From an optimization exercise on the open Yosys and OpenROAD flow, aimed at small area, a short achievable clock period and few clock cycles per item; shortcuts taken in it are not production practice.
Function was not checked in any run shown here: the RTL went through the layout flow alone.
Power is estimated from default activity; no workload was simulated.

==> flow/design.v, too long to show whole: its modules and the start of the top module <==
// module goertzel_power_detect: 2213 lines
// module goertzel_fa: 10 lines
// module goertzel_ha: 9 lines
module goertzel_power_detect #(
   parameter int OW       = 20,
   parameter int PW       = 2*OW+1,
   parameter int HOLD_ON  = 3,
   parameter int HOLD_OFF = 3
) (
   input  logic            i_clk,
   input  logic            i_rst,
   input  logic [2*OW-1:0] s_axis_tdata,
   input  logic            s_axis_tvalid,
   output logic            s_axis_tready,
   output logic [PW-1:0]   m_axis_tdata,
   output logic            m_axis_tuser,
   output logic            m_axis_tvalid,
   input  logic            m_axis_tready,
   input  logic [PW-1:0]   i_threshold,
   output logic            o_detect
);
  // ...
==> flow/flow/run.sh <==
#!/bin/bash
# Standard ORFS layout (the standard.sh, standard synthesis unchanged),
# with the port buffers made from the smallest buffer cell.
set -euo pipefail
bash standard.sh BUFFER_PORTS_ARGS="-buffer_cell sky130_fd_sc_hd__buf_1" finish > standard_flow.log 2>&1
==> flow/standard.sh <==
#!/bin/bash
# synth_recipe.tcl (not shown) runs the flow's synth.tcl, then flattens the netlist and writes it again
# the make line also repeats each setting of config.mk as NAME=value (left out here)
make -C /OpenROAD-flow-scripts/flow DESIGN_CONFIG=/design/flow/config.mk WORK_HOME=/design/flow/orfs CLKGATE_MAP_FILE= SYNTH_SCRIPT=/design/flow/synth_recipe.tcl "${@:-finish}"
==> flow/config.mk <==
export PLATFORM = sky130hd
export DESIGN_NAME = goertzel_power_detect
export DESIGN_NICKNAME = goertzel_power_detect
export VERILOG_FILES = /design/flow/design.v
export SDC_FILE = /design/flow/constraint.sdc
export NUM_CORES = 4
export LEC_CHECK = 0
export CAP_MARGIN = 20
export CORE_MARGIN = 2
export CORE_UTILIZATION = 40
export SETUP_SLACK_MARGIN = 3.5
export SLEW_MARGIN = 20
export SYNTH_HIERARCHICAL = 1
export SYNTH_MINIMUM_KEEP_SIZE = 0
==> flow/constraint.sdc <==
create_clock -name core_clock -period 8.0 [get_ports {i_clk}]
set_input_delay 1.6000 -clock core_clock [delete_from_list [all_inputs] [get_ports {i_clk}]]
set_output_delay 1.6000 -clock core_clock [all_outputs]
set_load 0.01 [all_outputs]
==> flow_results.org, run 1 <==
** Worst setup path
- Crit path max fanout :: 11
- Worst Path Buf+Inv :: 1
- In this run the worst setup path begins at g_in.r_re[0]$_DFFE_PP_.
- Critical path's most frequent cell :: sky130_fd_sc_hd__fa_1

** Synthesis
- Compound-Gate Fraction of Synth Area :: 4.82%
- Summing the areas of all xor and xnor instances in the mapped netlist gives 1.53% of the synthesized area.
- Synthesized instance count :: 1,535
- For this run, the leading register cell type out of synthesis is sky130_fd_sc_hd__edfxtp_1.
- Averaged over all synthesized cells, the footprint is 11.2 um^2.

** Cells and area
- Area added between synthesis and finish :: 16.0%
- By area, the class that comes first in the final layout consists of multi-input combinational cells.
- Clock buffers :: 17
- The finished cells cover 0.0199 mm^2.
- The number of antenna diodes in the final layout is 0.
- In the final design database the tool counted 2,242 nets.

** Pwr
- Main power-consuming group :: combinational cells
- After layout, the design draws a total of 0.00777 W.
- Flop+latch power :: 0.00173 W
- Of the total power, registers draw 22.2%.

** Timing
- Max Slew Vio Count :: 0
- Measured against its own limit, the worst slew margin works out to 56.5%.
- Portion of the clock cycle consumed by the worst path in the final layout :: 54.5%

** Status
- Status :: timing/DRC/antenna clean

** Clock tree
- The clock net in this run drives a total of 155 sinks.

** Global routing
- Vias in the first global route :: 12,900
- Met3 global-route usage :: 5.72%

** Min path
- The worst hold path begins at g_mid.r_mid[0]$_DFFE_PP_.

** Route
- Met3 wire len :: 4730 um
==> run 2, diff against run 1 <==
--- a/flow/design.v
+++ b/flow/design.v
@@ -14,16 +14,17 @@
    output logic            m_axis_tuser,
    output logic            m_axis_tvalid,
    input  logic            m_axis_tready,
    input  logic [PW-1:0]   i_threshold,
    output logic            o_detect
 );
    localparam bit c_INREG  = 1'b1;
    localparam bit c_MIDREG = 1'b1;
+   localparam bit c_INMUX  = 1'b0;
    localparam int c_HMAX = (HOLD_ON > HOLD_OFF) ? HOLD_ON : HOLD_OFF;
    localparam int c_CW   = (c_HMAX > 1) ? $clog2(c_HMAX) : 1;
    logic            w_en;
    logic            w_v1, w_v2;
    logic            r_v3;
    logic [OW-1:0]   x_re, x_im;
    logic [67-1:0] w_mid_d, w_mid_q;
    logic [PW-1:0]   w_ra, w_rb;
@@ -33,25 +34,30 @@
    logic            r_hit;
    logic            r_det;
    logic [c_CW-1:0] r_cnt, w_cnt_nxt;
    logic            w_det_nxt;
    assign w_en          = !r_v3 || m_axis_tready;
    assign s_axis_tready = w_en;
    generate
       if (c_INREG) begin : g_in
-         logic          r_v1;
-         logic [OW-1:0] r_re, r_im;
+         logic            r_v1;
+         logic [OW-1:0]   r_re, r_im;
+         logic [2*OW-1:0] w_in_d;
+         if (c_INMUX) begin : g_mux
+            goertzel_hold #(.W(2*OW)) u_hold (
+               .i_load(w_en), .i_new(s_axis_tdata), .i_old({r_re, r_im}), .o_d(w_in_d));
+         end else begin : g_nmux
+            assign w_in_d = w_en ? s_axis_tdata : {r_re, r_im};
+         end
          always_ff @(posedge i_clk) begin
             if (i_rst)     r_v1 <= 1'b0;
             else if (w_en) r_v1 <= s_axis_tvalid;
-            if (w_en) begin
-               r_re <= s_axis_tdata[2*OW-1:OW];
-               r_im <= s_axis_tdata[OW-1:0];
-            end
+            r_re <= w_in_d[2*OW-1:OW];
+            r_im <= w_in_d[OW-1:0];
          end
          assign w_v1 = r_v1;
          assign x_re = r_re;
          assign x_im = r_im;
       end else begin : g_nin
          assign w_v1 = s_axis_tvalid;
          assign x_re = s_axis_tdata[2*OW-1:OW];
          assign x_im = s_axis_tdata[OW-1:0];
@@ -2217,16 +2223,26 @@
    input  logic i_b,
    input  logic i_c,
    output logic o_s,
    output logic o_c
 );
    assign o_s = i_a ^ i_b ^ i_c;
    assign o_c = (i_a & i_b) | (i_a & i_c) | (i_b & i_c);
 endmodule
+module goertzel_hold #(
+   parameter int W = 1
+) (
+   input  logic         i_load,
+   input  logic [W-1:0] i_new,
+   input  logic [W-1:0] i_old,
+   output logic [W-1:0] o_d
+);
+   assign o_d = i_load ? i_new : i_old;
+endmodule
 module goertzel_ha (
    input  logic i_a,
    input  logic i_b,
    output logic o_s,
    output logic o_c
 );
    assign o_s = i_a ^ i_b;
    assign o_c = i_a & i_b;
==> flow/config.mk (replaced) <==
export PLATFORM = sky130hd
export DESIGN_NAME = goertzel_power_detect
export DESIGN_NICKNAME = goertzel_power_detect
export VERILOG_FILES = /design/flow/design.v
export SDC_FILE = /design/flow/constraint.sdc
export NUM_CORES = 4
export LEC_CHECK = 0
export CAP_MARGIN = 20
export CORE_MARGIN = 2
export CORE_UTILIZATION = 40
export CTS_BUF_LIST = sky130_fd_sc_hd__clkbuf_8
export SETUP_SLACK_MARGIN = 3.5
export SLEW_MARGIN = 20
export SYNTH_HIERARCHICAL = 1
export SYNTH_MINIMUM_KEEP_SIZE = 0
==> run 2 against run 1 <==
Sequential share of layout area increased by 0.19 points; sequential power about the same; synthesized area unchanged; utilization decreased by 0.40 points; final area decreased by 0.83%; routed wire length increased by 0.13%; worst hold slack improved by 3.8 ps; global-route usage increased by 0.12 points; critical path type unchanged; critical endpoint is now g_mid.r_mid[40]$_DFFE_PP_.
==> flow_results.org, run 2 <==
** Status
- The flow ran to the end and the layout has no timing, DRC or antenna violations.

** Route
- Post-detailed-route wirelength per cell :: 21.3 um
- The count of nets left with antenna violations once routing finished came out at 0.
- For this block, the initial DRC count from the detailed router was 1,112.
- Vias after detailed routing :: 12,200
- Dividing the detail-routed via count by the number of cells gives 5.39.
- The first detailed-routing pass took 6 iterations.
- For this run, design rule violations remaining after detail routing come to 0.
- Wires add up to 48,100 um.

** Worst setup path
- For the worst setup path, the data arrival time is 4660 ps.
- By startpoint and endpoint, the worst setup path is classified as register to register.
- STA puts the critical path data required time at 8300 ps.
- The maximum fanout along the worst path is 20 (+9).
- The worst setup path is launched from a register.
- Crit. End Element :: register
- Worst reg2reg path depth :: 12
- Critical R2R Launch :: g_in.r_im[14]$_DFFE_PP_
- For flop-to-flop paths, the worst setup slack is 3630 ps.
- In this run the critical register-to-register path is captured at g_mid.r_mid[40]$_DFFE_PP_.

** Synthesis
- In the synthesized netlist the dominant register cell turns out to be sky130_fd_sc_hd__edfxtp_1.
- Share of synthesized cell area in and, or, nand and nor gates :: 11.6%
- Number of distinct library cells after synthesis :: 54
- Sequential elements use 26.7% of the synthesized area.
- Summing the areas of all fa, ha and maj instances in the mapped netlist gives 48.9% of the synthesized area.
- Post-synthesis share of cell area spent on xor and xnor gates :: 1.53% (unchanged)
- In the synthesized netlist, the cells that appear most often are 390 x sky130_fd_sc_hd__nand2_1, 355 x sky130_fd_sc_hd__fa_1, 193 x sky130_fd_sc_hd__inv_1, 149 x sky130_fd_sc_hd__edfxtp_1, 103 x sky130_fd_sc_hd__ha_1.
- FFs w/ async S/R, synth :: 0%
- Warning count from the yosys run :: 7
- Cell area after technology mapping :: 0.0172 mm^2
- Ranked by total cell area, the synthesized netlist is headed by sky130_fd_sc_hd__fa_1 41%, sky130_fd_sc_hd__edfxtp_1 26%, sky130_fd_sc_hd__nand2_1 8.5%.
- Counting flops with a built-in enable in the synthesized netlist gives 149.
- Area leader, netlist :: sky130_fd_sc_hd__fa_1
- After synthesis the netlist holds a flip-flop and latch count of 155.
- Synthesized area per cell :: 11.2 um^2 (unchanged)
- The portion of synthesized area spent on multiplexers is 0.299%.
- By area, the combinational part of the netlist is dominated by adder cells.
- Synth top area share :: 41.4%
- Most frequent cell after synthesis :: sky130_fd_sc_hd__nand2_1
- Compound-Gate Fraction of Synth Area :: 4.82% (unchanged)
- Synthesized instance count :: 1,535 (unchanged)
- Syn_nets :: 2,078

** Die
- The core region is 0.0421 mm^2.
- Height of the die :: 211 um
- Count of boundary I/O pins :: 130
- Once the floorplan was initialized, standard cells occupied 40.8% of the core.
- Overall die area :: 0.0446 mm^2
- The floorplan has 75 rows.
- Width of the die :: 211 um

** Cells and area
- Layout net count :: 2,246 (+0.18%)
- From synthesis to final layout, the design area changed by 15.1%.
- Leaving out fill and tap cells, the most frequent cells in the layout are 390 x sky130_fd_sc_hd__nand2_1, 354 x sky130_fd_sc_hd__fa_1, 193 x sky130_fd_sc_hd__inv_1, 149 x sky130_fd_sc_hd__edfxtp_1, 129 x sky130_fd_sc_hd__buf_1.
- Most common cell after layout, fill and taps aside :: sky130_fd_sc_hd__nand2_1
- Diode count :: 0 (unchanged)
- Cell Count, Final, Fillers Out :: 2,255
- Largest regs :: g_mid.r_mid x67, r_pwr x41
- Top reg by flops :: g_mid.r_mid
- Fraction of layout instances using a drive strength above 1 :: 9.15%
- The register with the most flip-flops in the layout has 67 of them.

** Global routing
- Grt ovf :: 0
- First-pass GRT wire length :: 74,400 um
- The initial antenna violation count is 0.
- GRT Resource Usage Total :: 22.6%
- The number of global-route vias before repair came to 12,900 (+0.38%).
- Largest net degree at the start of global routing :: 103

** Timing
- Setup violations remaining at the end of the flow were counted as 0.
- Setup total negative slack on the finished layout was measured at 0 ps.
- Max Slew Vio Count :: 0 (unchanged)
- At the pin with the least slew margin, the transition time is 611 ps.
- Final hold viol count :: 0
- Final critical-path required period :: 4370 ps
- The share of the clock period used by the worst path was 54.6% (+0.11 points).
- Final Skew :: 17.1 ps
- Unrepaired setup endpoints after global routing :: yes
- Min Hold Slack :: 453 ps
- Max Clk Rate :: 229 MHz
- Relative max-transition margin :: 58.7% (+2.2 points)

** Clock tree
- Number of CTS-inserted buffers :: 17
- CTS tree :: built
- The H-tree generated during clock tree synthesis spans 4 levels.
- CTS placed an instance of sky130_fd_sc_hd__clkbuf_8 at the clock tree root.
- Clock Latency Late Sink :: 540 ps
- Hold-fix buffers at CTS :: 0
- Clock-pin transition on the worst setup and hold timing paths :: 100 ps
- Number of buffers between clock root and the deepest sink :: 2
- CTS sink cnt :: 155 (unchanged)

** Run
- Across the run, the number of max-cap violations was 0.

** Min path
- Start point of the worst hold path :: g_mid.r_v2$_SDFFE_PP0P_
- Along the worst hold path, the cell count comes to 2.
- In this run the worst hold path is classified as register to register.
- For hold timing, the worst endpoint is r_v3$_SDFFE_PP0P_.

** Pwr
- Pwr dens :: 382 mW/mm^2
- VDD IR-drop max :: 0.179 mV
- Summed over all cells, the static leakage comes to 8.18 nW.
- The power consumption is 0.00756 W (-2.7%).

** Place
- In this run the tool buffered the top-level ports with 129 buffer cells.
- Final RePlAce weighted congestion :: 0.851
- In this run, placement finished with an instance count of 2,123.
- HPWL after detailed placement :: 30,900 um
## run 2: cell families (layout without fill, tap and decap cells)
kind of cell / after synthesis / in the layout
AOI/OAI and AO/OA: 124 / 124
xor gates and xnor gates: 30 / 30
adders and majority gates: 458 / 458
buffers and inverters: 280 / 461
DFF: 155 / 155
muxes: 5 / 5
and+or+nand+nor: 483 / 483
## run 2: how the worst max path moves through the flow
stage | startpoint | depth (start not counted) | slack [ps] | endpoint
after floorplan | g_in.r_im[6]$_DFFE_PP_ | 13 | 3500 | g_mid.r_mid[36]$_DFFE_PP_
after global placement | g_in.r_im[3]$_DFFE_PP_ | 11 | 3140 | g_mid.r_mid[36]$_DFFE_PP_
after detailed placement | g_in.r_im[3]$_DFFE_PP_ | 11 | 3080 | g_mid.r_mid[36]$_DFFE_PP_
after CTS | g_in.r_re[3]$_DFFE_PP_ | 10 | 3500 | g_mid.r_mid[32]$_DFFE_PP_
after global routing | g_mid.r_mid[9]$_DFFE_PP_ | 19 | 3460 | r_hit$_DFFE_PP_
final | g_in.r_im[14]$_DFFE_PP_ | 12 | 3630 | g_mid.r_mid[40]$_DFFE_PP_
## run 2: modules after synthesis, one instance, submodules excluded
module,copies in the design,cell area (um^2),flip-flops and latches
goertzel_ha,3,12.5,0
goertzel_fa,354,20.0,0
goertzel_power_detect,1,10100,155
## run 2: what timing repair did
action	in CTS	in global routing
buffers inserted	85	15
resized for setup	2	6
pin swaps	1	7
setup endpoints to repair	39	19
## run 2: metrics by stage
| stage | area [um^2] | setup WS [ps] | utilization, % |
|---|---|---|---|
| 4_1_cts | 19500 | 3500 | 46.3 |
| 6_report | 19800 | 3630 | 46.9 |
| 2_1_floorplan | 17200 | 3500 | - |
| 3_3_place_gp | 18100 | 3140 | 42.9 |
| 5_1_grt | 19800 | 3460 | 46.9 |
| 3_5_place_dp | 18100 | 3080 | 42.9 |
## run 2: power breakdown
group | switching, W | internal, W
sequential | 0.000117 | 0.00161
clock | 0.000368 | 0.000263
combinational | 0.00297 | 0.00223
total | 0.00346 | 0.00410
## run 2: metal layers
layer / GRT usage [%] / part of all wire [%]
met1: 29.6 / 40
met2: 35.2 / 45
met3: 6.21 / 10
met4: 10.1 / 4.3
met5: 0 / 0
## run 2: area by class of cell
cell class              instances  area [um^2]
inverters                     193          724
clock inverters                15          178
flip-flops and latches        155         4590
repair buffers                236         1800
fillers                      3806        22400
multi-input cells            1100        11600
well taps                     539          674
clock buffers                  17          234
## run 2: worst max-delay path: stages (launching register included)
cell and delay [ps]:
sky130_fd_sc_hd__edfxtp_1 330, sky130_fd_sc_hd__buf_4 330, sky130_fd_sc_hd__nand2_1 140, sky130_fd_sc_hd__fa_1 480, sky130_fd_sc_hd__fa_1 540, sky130_fd_sc_hd__fa_1 500
sky130_fd_sc_hd__inv_1 60, sky130_fd_sc_hd__fa_1 420, sky130_fd_sc_hd__inv_1 80, sky130_fd_sc_hd__fa_1 460, sky130_fd_sc_hd__fa_1 500, sky130_fd_sc_hd__inv_1 40
sky130_fd_sc_hd__ha_1 260

==> re-timing with driven ports <==
The results above use ideal ports. As a check the final layouts listed here were re-extracted and re-timed, cells and wires unchanged. Step 1 sets driving cells, clkbuf_16 on the clock port and buf_2 on the other inputs (assumed; they add their load-dependent delay and slew). Step 2, shift: input delay + t, output delay - t, t = (earliest + latest rising clock arrival at the registers) / 2. This alone moves slack from input paths to output paths. a / b / c = ideal / step 1 / step 2; a / b = the first two.
run	t (ns)	setup WS [ns]	clock arrival spread, ns	cell pins on the clock port's net
run 1	0.518	3.641 / 3.641 / 3.641	0.009 / 0.009	1
run 2	0.583	3.632 / 3.632 / 3.632	0.018 / 0.018	1
After both steps setup and hold are still met in every run listed.
